Background: an optimization exercise with open tools, aiming at small area, a short achievable clock period and few clock cycles per item. Do not read the settings as production practice.
Function was checked by simulation only, so behaviour that the tests miss may differ from the original.
Power is estimated from default activity; no workload was simulated.

==> design.v <==
`timescale 1ns / 1ps
package wss_pkg;
    localparam int SIG_BYTES     = 24;
    localparam int LEN_W         = 5;
    localparam int SKIP_W        = 16;
    localparam int OFFSET_W      = 24;
    localparam int CFG_INDEX_W   = 3;
    localparam int CFG_DATA_W    = 64;
    typedef enum logic [CFG_INDEX_W-1:0] {
        REG_PATTERN_LOW     = 3'd0,
        REG_PATTERN_MID     = 3'd1,
        REG_PATTERN_HIGH    = 3'd2,
        REG_CARE_MASK       = 3'd3,
        REG_PATTERN_LENGTH  = 3'd4,
        REG_SKIP_COUNT      = 3'd5,
        REG_SEARCH_DISTANCE = 3'd6
    } reg_index_t;
    typedef struct packed {
        logic [SIG_BYTES*8-1:0] pattern;
        logic [SIG_BYTES-1:0]   care;
        logic [LEN_W-1:0]       last_pos;
        logic [SKIP_W-1:0]      skip;
        logic [OFFSET_W-1:0]    distance;
    } cfg_t;
    localparam logic [LEN_W-1:0]     LAST_POS_RESET = 5'd0;
    localparam logic [OFFSET_W-1:0]  DISTANCE_RESET = 24'd1;
endpackage
`timescale 1ns / 1ps
module wss_cfg_regs
(
    input  logic                               clk,
    input  logic                               rst_n,
    input  logic                               cfg_valid,
    output logic                               cfg_ready,
    input  logic [wss_pkg::CFG_INDEX_W-1:0]    cfg_index,
    input  logic [wss_pkg::CFG_DATA_W-1:0]     cfg_data,
    output wss_pkg::cfg_t                      cfg,
    output logic [2:0]                         pattern_written,
    output logic                               care_written,
    output logic                               skip_written,
    output logic                               distance_written
);
    wss_pkg::cfg_t              cfg_reg;
    logic [wss_pkg::LEN_W-1:0]  len_in;
    logic [wss_pkg::LEN_W-1:0]  last_pos_in;
    assign cfg_ready = 1'b1;
    assign cfg       = cfg_reg;
    always_comb
    begin
        len_in = cfg_data[wss_pkg::LEN_W-1:0];
        if (len_in == '0)
        begin
            last_pos_in = '0;
        end
        else if (len_in > wss_pkg::LEN_W'(wss_pkg::SIG_BYTES))
        begin
            last_pos_in = wss_pkg::LEN_W'(wss_pkg::SIG_BYTES - 1);
        end
        else
        begin
            last_pos_in = len_in - 1'b1;
        end
    end
    always_ff @(posedge clk or negedge rst_n)
    begin
        if (!rst_n)
        begin
            pattern_written  <= '0;
            care_written     <= 1'b0;
            skip_written     <= 1'b0;
            distance_written <= 1'b0;
            cfg_reg.last_pos <= wss_pkg::LAST_POS_RESET;
        end
        else if (cfg_valid && cfg_ready)
        begin
            case (cfg_index)
                wss_pkg::REG_PATTERN_LOW:
                    pattern_written[0] <= 1'b1;
                wss_pkg::REG_PATTERN_MID:
                    pattern_written[1] <= 1'b1;
                wss_pkg::REG_PATTERN_HIGH:
                    pattern_written[2] <= 1'b1;
                wss_pkg::REG_CARE_MASK:
                    care_written <= 1'b1;
                wss_pkg::REG_PATTERN_LENGTH:
                    cfg_reg.last_pos <= last_pos_in;
                wss_pkg::REG_SKIP_COUNT:
                    skip_written <= 1'b1;
                wss_pkg::REG_SEARCH_DISTANCE:
                    distance_written <= 1'b1;
                default:
                    ;
            endcase
        end
    end
    always_ff @(posedge clk)
    begin
        if (cfg_valid && cfg_ready)
        begin
            case (cfg_index)
                wss_pkg::REG_PATTERN_LOW:
                    cfg_reg.pattern[63:0] <= cfg_data;
                wss_pkg::REG_PATTERN_MID:
                    cfg_reg.pattern[127:64] <= cfg_data;
                wss_pkg::REG_PATTERN_HIGH:
                    cfg_reg.pattern[191:128] <= cfg_data;
                wss_pkg::REG_CARE_MASK:
                    cfg_reg.care <= cfg_data[wss_pkg::SIG_BYTES-1:0];
                wss_pkg::REG_SKIP_COUNT:
                    cfg_reg.skip <= cfg_data[wss_pkg::SKIP_W-1:0];
                wss_pkg::REG_SEARCH_DISTANCE:
                    cfg_reg.distance <= cfg_data[wss_pkg::OFFSET_W-1:0];
                default:
                    ;
            endcase
        end
    end
endmodule
`timescale 1ns / 1ps
module wss_match
#(
    parameter int PATTERN_BYTES = 24
)
(
    input  logic [7:0]                       data,
    input  logic [PATTERN_BYTES*8-1:0]       pattern,
    input  logic [PATTERN_BYTES-1:0]         care,
    input  logic [2:0]                       pattern_written,
    input  logic                             care_written,
    output logic [PATTERN_BYTES-1:0]         hit_pos
);
    logic data_zero;
    always_comb
    begin
        data_zero = (data == 8'd0);
        for (int k = 0; k < PATTERN_BYTES; k++)
        begin
            hit_pos[k] = (care_written && !care[k]) ||
                         (pattern_written[k / 8] ? (data == pattern[k*8 +: 8]) : data_zero);
        end
    end
endmodule
`timescale 1ns / 1ps
module wildcard_signature_scanner_core
#(
    parameter int PATTERN_BYTES = 24
)
(
    input  logic                              clk,
    input  logic                              rst_n,
    input  logic                              cfg_valid,
    output logic                              cfg_ready,
    input  logic [wss_pkg::CFG_INDEX_W-1:0]   cfg_index,
    input  logic [wss_pkg::CFG_DATA_W-1:0]    cfg_data,
    input  logic                              item_valid,
    output logic                              item_stall,
    input  logic [7:0]                        data_byte,
    input  logic                              last_byte,
    output logic                              result_valid,
    input  logic                              result_stall,
    output logic                              found,
    output logic [wss_pkg::OFFSET_W-1:0]      match_offset
);
    localparam int OW = wss_pkg::OFFSET_W;
    localparam int CW = OW + 1;
    localparam int SW = wss_pkg::SKIP_W;
    wss_pkg::cfg_t                     cfg;
    logic [2:0]                        pattern_written;
    logic                              care_written;
    logic                              skip_written;
    logic                              distance_written;
    logic [SW-1:0]                     skip;
    logic                              a_valid;
    logic                              in_first_reg;
    logic                              a_last;
    logic                              stall_reg;
    logic                              first_reg;
    logic                              done_reg;
    logic                              past_reg;
    logic [PATTERN_BYTES-1:0]          prefix_reg;
    logic [SW-1:0]                     remain_reg;
    logic                              reached_reg;
    logic [CW-1:0]                     start_reg;
    logic                              at_dist_reg;
    logic                              res_valid_reg;
    logic                              found_reg;
    logic [OW-1:0]                     offset_reg;
    logic [CW-1:0]                     start_init;
    logic                              skip_zero;
    logic                              at_dist_first;
    logic                              first_can_hit;
    logic [PATTERN_BYTES-1:0]          last_onehot;
    logic [PATTERN_BYTES-1:0]          hit_pos;
    logic [PATTERN_BYTES-1:0]          prefix_prev;
    logic [PATTERN_BYTES-1:0]          prefix_next;
    logic                              done_eff;
    logic                              past_eff;
    logic [SW-1:0]                     remain_eff;
    logic [CW-1:0]                     start_inc;
    logic                              reached_eff;
    logic                              at_dist_eff;
    logic                              hit;
    logic                              accept;
    logic                              produce;
    logic                              proc;
    logic                              take_item;
    logic                              res_valid_next;
    logic                              first_next;
    logic                              done_next;
    logic                              might_produce;
    wss_cfg_regs u_cfg
    (
        .clk             (clk),
        .rst_n           (rst_n),
        .cfg_valid       (cfg_valid),
        .cfg_ready       (cfg_ready),
        .cfg_index       (cfg_index),
        .cfg_data        (cfg_data),
        .cfg             (cfg),
        .pattern_written (pattern_written),
        .care_written    (care_written),
        .skip_written    (skip_written),
        .distance_written(distance_written)
    );
    wss_match #(.PATTERN_BYTES(PATTERN_BYTES)) u_match
    (
        .data            (data_byte),
        .pattern         (cfg.pattern),
        .care            (cfg.care),
        .pattern_written (pattern_written),
        .care_written    (care_written),
        .hit_pos         (hit_pos)
    );
    assign item_stall   = stall_reg;
    assign result_valid = res_valid_reg;
    assign found        = found_reg;
    assign match_offset = offset_reg;
    always_comb
    begin
        start_init    = CW'(0) - CW'(cfg.last_pos);
        skip          = skip_written ? cfg.skip : '0;
        skip_zero     = !skip_written || (cfg.skip == '0);
        at_dist_first = (cfg.last_pos == '0) && distance_written && (cfg.distance == '0);
        first_can_hit = (cfg.last_pos == '0) && skip_zero;
        for (int k = 0; k < PATTERN_BYTES; k++)
        begin
            last_onehot[k] = (cfg.last_pos == 5'(k));
        end
    end
    always_comb
    begin
        proc         = a_valid && !stall_reg;
        take_item    = item_valid && !stall_reg;
        prefix_prev  = in_first_reg ? '0 : prefix_reg;
        prefix_next  = {prefix_prev[PATTERN_BYTES-2:0], 1'b1} & hit_pos;
        done_eff     = done_reg && !first_reg;
        past_eff     = past_reg && !first_reg;
        remain_eff   = first_reg ? skip : remain_reg;
        reached_eff  = first_reg ? skip_zero : reached_reg;
        at_dist_eff  = first_reg ? at_dist_first : at_dist_reg;
        start_inc    = start_reg + 1'b1;
        hit          = |(prefix_reg & last_onehot) && !past_eff && !at_dist_eff && !done_eff;
        accept       = hit && reached_eff;
        produce      = accept || (a_last && !done_eff);
        res_valid_next = (res_valid_reg && result_stall) || (proc && produce);
        first_next     = proc ? a_last : first_reg;
        done_next      = proc ? (done_eff || accept) : done_reg;
        might_produce  = !(done_next && !first_next) &&
                         (!first_next || last_byte || first_can_hit);
    end
    always_ff @(posedge clk or negedge rst_n)
    begin
        if (!rst_n)
        begin
            a_valid       <= 1'b0;
            stall_reg     <= 1'b0;
            first_reg     <= 1'b1;
            in_first_reg  <= 1'b1;
            res_valid_reg <= 1'b0;
        end
        else
        begin
            a_valid       <= take_item || (a_valid && stall_reg);
            stall_reg     <= (a_valid && stall_reg && res_valid_next) ||
                             (take_item && res_valid_next && might_produce);
            first_reg     <= first_next;
            if (take_item)
            begin
                in_first_reg <= last_byte;
            end
            res_valid_reg <= res_valid_next;
        end
    end
    always_ff @(posedge clk)
    begin
        if (!stall_reg)
        begin
            a_last <= last_byte;
        end
        if (take_item)
        begin
            prefix_reg <= prefix_next;
        end
        if (proc)
        begin
            past_reg    <= past_eff || at_dist_eff;
            done_reg    <= done_eff || accept;
            at_dist_reg <= distance_written ? (start_inc == {1'b0, cfg.distance}) :
                                              (start_inc == CW'(1));
            if (hit && !reached_eff)
            begin
                remain_reg  <= remain_eff - 1'b1;
                reached_reg <= (remain_eff == SW'(1));
            end
            else
            begin
                remain_reg  <= remain_eff;
                reached_reg <= reached_eff;
            end
        end
        if (proc ? a_last : first_reg)
        begin
            start_reg <= start_init;
        end
        else if (proc)
        begin
            start_reg <= start_inc;
        end
        if (proc && produce)
        begin
            found_reg  <= accept;
            offset_reg <= accept ? start_reg[OW-1:0] : '0;
        end
    end
endmodule
==> flow/run.sh <==
#!/bin/bash
# Layout flow: the standard layout (standard synthesis, floorplan, placement,
# CTS, routing) with these changes: timing repair aims at a larger setup slack
# than the default of 0, so that the achieved period, not just the 11 ns clock,
# is optimised; the port buffers are plain buf_2 cells; and the buffers Yosys/ABC
# put into the netlist are removed at floorplan, leaving buffering to the
# placement and timing repair steps. The SDC, the clock period and every other
# step are the standard flow's own.
set -euo pipefail
export SETUP_SLACK_MARGIN=7.8
export BUFFER_PORTS_ARGS="-buffer_cell sky130_fd_sc_hd__buf_2"
export REMOVE_ABC_BUFFERS=1
bash standard.sh finish > orfs_make.log 2>&1
==> standard.sh <==
#!/bin/bash
# synth_recipe.tcl (not shown) runs the flow's synth.tcl, then flattens the netlist and writes it again
# the make line also repeats each setting of config.mk as NAME=value (left out here)
make -C /OpenROAD-flow-scripts/flow DESIGN_CONFIG=/design/flow/config.mk WORK_HOME=/design/flow/orfs CLKGATE_MAP_FILE= SYNTH_SCRIPT=/design/flow/synth_recipe.tcl "${@:-finish}"
==> config.mk <==
export PLATFORM = sky130hd
export DESIGN_NAME = wildcard_signature_scanner_core
export DESIGN_NICKNAME = wildcard_signature_scanner_core
export VERILOG_FILES = /design/flow/design.v
export SDC_FILE = /design/flow/constraint.sdc
export NUM_CORES = 4
export LEC_CHECK = 0
export CAP_MARGIN = 20
export CORE_MARGIN = 2
export CORE_UTILIZATION = 30
export CTS_CLUSTER_DIAMETER = 70
export CTS_CLUSTER_SIZE = 24
export PLACE_DENSITY = 0.75
export SLEW_MARGIN = 20
==> constraint.sdc <==
create_clock -name core_clock -period 11.0 [get_ports {clk}]
set_input_delay 2.2000 -clock core_clock [delete_from_list [all_inputs] [get_ports {clk}]]
set_output_delay 2.2000 -clock core_clock [all_outputs]
set_load 0.01 [all_outputs]
==> metrics.md <==
| Metric | Value |
|---|---|
| Fraction of registers with async set/reset | 4.360% |
| First-pass GRT wire length | 61.92 mm |
| CTS buffer count | 21 |
| Final Hold Fails | 0 |
| Max reg flops | 261 |
| Cell taking the most area after synthesis | edfxtp_1 |
| Critical path arrival | 1120 ps |
| VDD IR max | 0.0001088 V |
| Switch share | 31.97% |
| Clock sink count | 367 |
| Multi-input gate area | 5550 µm² |
| Hpwl dp | 26.58 mm |
| Min cycle time layout | 3320 ps |
| Final-layout fill cell count | 5095 |
| Synth Warn # | 3 |
| CTS Buffer Depth | 3 |
| FP Rows | 85 |
| Pint | 0.002601 W |
| Buffers on Ports | 107 |
| Avg Vias per Cell | 5.211 |
| R2r setup slk | 7850 ps |
| Max-cap violations | 0 |
| Clock power frac | 22.5% |
| Ys flop type | edfxtp_1 |
| RSZ-0062 raised after global routing | yes |
| Number of synthesized flops with an enable pin | 350 |
| Initial antenna violation count | 5 |
| Initial Utilization | 30.51% |
| Status | timing/DRC/antenna clean |
| Leak pwr | 6.134 nW |
| Ratio of cells with drive above 1 in the final layout | 18.63% |
| Routability congestion estimate | 0.9073 |
| WS Path Type | reg2out |
| Crit start category | flip-flop |
| Kind of end point of the critical path | output pin |
| Commonest cells in the synthesized netlist | edfxtp_1 (350), xnor2_1 (144), xor2_1 (88), o21ai_0 (62), clkbuf_1 (51) |
| Mapped Area | 16480 µm² |
| Flop and latch count out of synthesis | 367 |
| Core footprint | 54030 µm² |
| Pwr Density | 201.2 nW/µm² |
| Final period util | 30.18% |
| Total Wirelength | 41.13 mm |
| Vias in the first global route | 10290 |
| Unique masters post-synth | 73 |
| Critical path's slowest cell | dfrtp_2 |
| DR iter-0 viols | 1111 |
| Final Max Tran Viols | 0 |
| Syn_area_per_cell | 14.15 µm² |
| Vias | 10330 |
| GR Overflow Total | 0 |
| Final setup viols | 0 |
| Die Ht | 238.4 µm |
| Clock skew | 28.36 ps |
| Insertion delay to the later sink of the worst-skew pair | 560 ps |
| NetSw | 0.001222 W |
| Global Route Usage Sum | 14.13% |
| Setup TNS | 0 ps |
| Htree depth | 1 |
| Largest net degree at the start of global routing | 66 |
| Sequential Area | 10940 µm² |
| Relative slew slack | 41.11% |
| WP buf/inv | 1 |
| CP Max Fanout | 2 |
| I/O pin total | 109 |
| Clk slew on worst S/H paths | 90 ps |
| Data required time of the worst path | 8800 ps |
| Drt drc | 0 |
| Cells after Synth | 1165 |
| Hold Buf Count CTS | 0 |
| Sequential share of the synthesized area | 66.32% |
| Area grow syn2layout | 15.26% |
| CTS tree | yes |
| CP peak stage delay | 440 ps |
| DR WL/cell | 20.75 µm |
| Detailed Routing Iterations Pass 1 | 6 |
| Post-synth top area share | 63.76% |
| Layout Nets | 1360 |
| Hold Crit Class | reg2reg |
| Die Width | 238.4 µm |
| Most frequent cell after synthesis | edfxtp_1 |
| Final core occ | 35.17% |
| Comb power frac | 26.0% |
| Max Fclk | 301.2 MHz |
| CP delay by family, top | flip-flops |
| CTS Root Cell | clkbuf_16 |
| Largest cells by area after synthesis | edfxtp_1 (64%), xnor2_1 (7.7%), xor2_1 (4.7%) |
| Worst-Margin Slew | 882.4 ps |
| Die Area | 56840 µm² |
| Post-route ant nets | 0 |
| Sequential power share | 51.5% |
| Crit path cell chain | buf_6 |
path summary, 6_finish.rpt:
check | startpoint | end | depth (start not counted)
max | stall_reg | item_stall | 1
min | flip-flop | flip-flop | 2
max reg2reg | u_cfg.cfg_reg[40] | stall_reg | 12
min reg2reg | flip-flop | flip-flop | 2
max in group asynchronous | rst_n | u_cfg.cfg_reg[40] | 1
min in group asynchronous | rst_n | u_cfg.cfg_reg[44] | 1
cell usage in the layout, fill, tap and decap left out, drive strengths merged, types with 4 or more instances in the layout:
| cell type | synthesis | layout |
|---|---|---|
| o211ai | 4 | 4 |
| or4 | 9 | 9 |
| xnor3 | 4 | 4 |
| nand3 | 21 | 21 |
| edfxtp | 350 | 350 |
| nor4 | 40 | 41 |
| xnor2 | 144 | 144 |
| nand2 | 34 | 34 |
| a22o | 7 | 7 |
| nand3b | 4 | 4 |
| a22oi | 17 | 17 |
| o22ai | 6 | 6 |
| nand2b | 10 | 10 |
| nand4 | 36 | 36 |
| o21ai | 63 | 63 |
| dfrtp | 14 | 14 |
| nor4b | 4 | 4 |
| nor2 | 31 | 31 |
| mux2 | 5 | 5 |
| and4 | 6 | 6 |
| xor2 | 88 | 88 |
| ha | 11 | 11 |
| or2 | 8 | 8 |
| or3 | 4 | 4 |
| a21oi | 5 | 5 |
| and3 | 9 | 9 |
| and2 | 29 | 29 |
| a31oi | 28 | 28 |
| clkbuf | 51 | 32 |
| nor3b | 25 | 25 |
| inv | 21 | 25 |
| nor2b | 6 | 6 |
| buf | 9 | 138 |
| nor3 | 13 | 13 |
cell type report:
type,instances,share of cell area [%]
Timing Repair Buffer,139,4.643
Clock buffer,31,3.069
Clock inverter,7,0.4544
Antenna cell,3,0.03951
Sequential cell,367,57.56
Tap cell,696,4.583
Multi-Input combinational cell,717,29.21
Inverter,22,0.4412
per-stage QoR:
stage / cells / instance area [µm²] / worst slack, ps / power [W] / hold WS (ps)
after CTS: 1967 / 18740 / 7663 / 0.003766 / 536.4
after global placement: 1916 / 17750 / 6606 / 0.002797 / 495.1
final: 1982 / 19000 / 7680 / 0.003823 / 577.6
after floorplan: 1105 / 16250 / 3630 / 0.002521 / 465.5
after detailed placement: 1916 / 17750 / 6530 / 0.002832 / 512.7
after global routing: 1980 / 18990 / 7653 / 0.003990 / 615.9
kinds of logic after synthesis:
logic type      count (synthesis)  share of synthesized area, %
compound gates                168                         6.672
xor+xnor                      237                         13.02
fa+ha+maj                      11                        0.8349
buf+inv                        82                         1.951
flops                         367                         66.32
mux                             7                        0.4630
other cells                     1                       0.02275
simple gates                  292                         10.72
layer usage:
metal | share of wire [%] | GRT usage [%] | vias up
met3 | 8.4 | 2.649 | 77
met5 | 0.056 | 0 | -
li1 | - | - | 4603
met1 | 41 | 18.77 | 5129
met4 | 2.4 | 3.352 | 4
met2 | 48 | 23.88 | 516
what timing repair did:
action	in CTS	in global routing
cloned	1	0
buffers inserted	12	12
pin swaps	3	8
endpoints found under the setup margin	341	175
gates resized for setup	55	33
power by group through the flow:
stage	Sequential [W]	Clock, W	Combinational (W)
4_1_cts	0.00197	0.000876	0.000922
6_report	0.00197	0.000860	0.000993
5_1_grt	0.00199	0.000918	0.00108
3_5_place_dp	0.00200	0	0.000830
2_1_floorplan	0.00196	0	0.000557
3_3_place_gp	0.00200	0	0.000801
Testbench counts, summed over its fixed seeds: cycles 72,767, bytes 72,386.

==> re-timing with driven ports <==
In the flow no input, the clock included, has a driving cell. The finished layout below was timed again as built, in two steps. Step 1: set_driving_cell puts a clkbuf_16 on clk and a buf_2 on each other input, an assumption about the parent block. Step 2 adds t to the input delays and takes it off the output delays; t is the mean of the earliest and latest rising clock arrival at the registers after step 1. Input paths then give back, and output paths get back, about the clock's delay inside the block. Three values: ideal, step 1, step 2; two values: the first two.
t, ns: 0.601
setup WS [ns]: 7.680 / 7.627 / 7.232
slew at the worst register clock pin (ns): 0.10 / 0.10
worst data-port slew with drivers (ns): 0.08
After both steps setup and hold are still met in this run. The setup slack of this run moves by -0.053 ns with the drivers and by -0.448 ns with both steps.
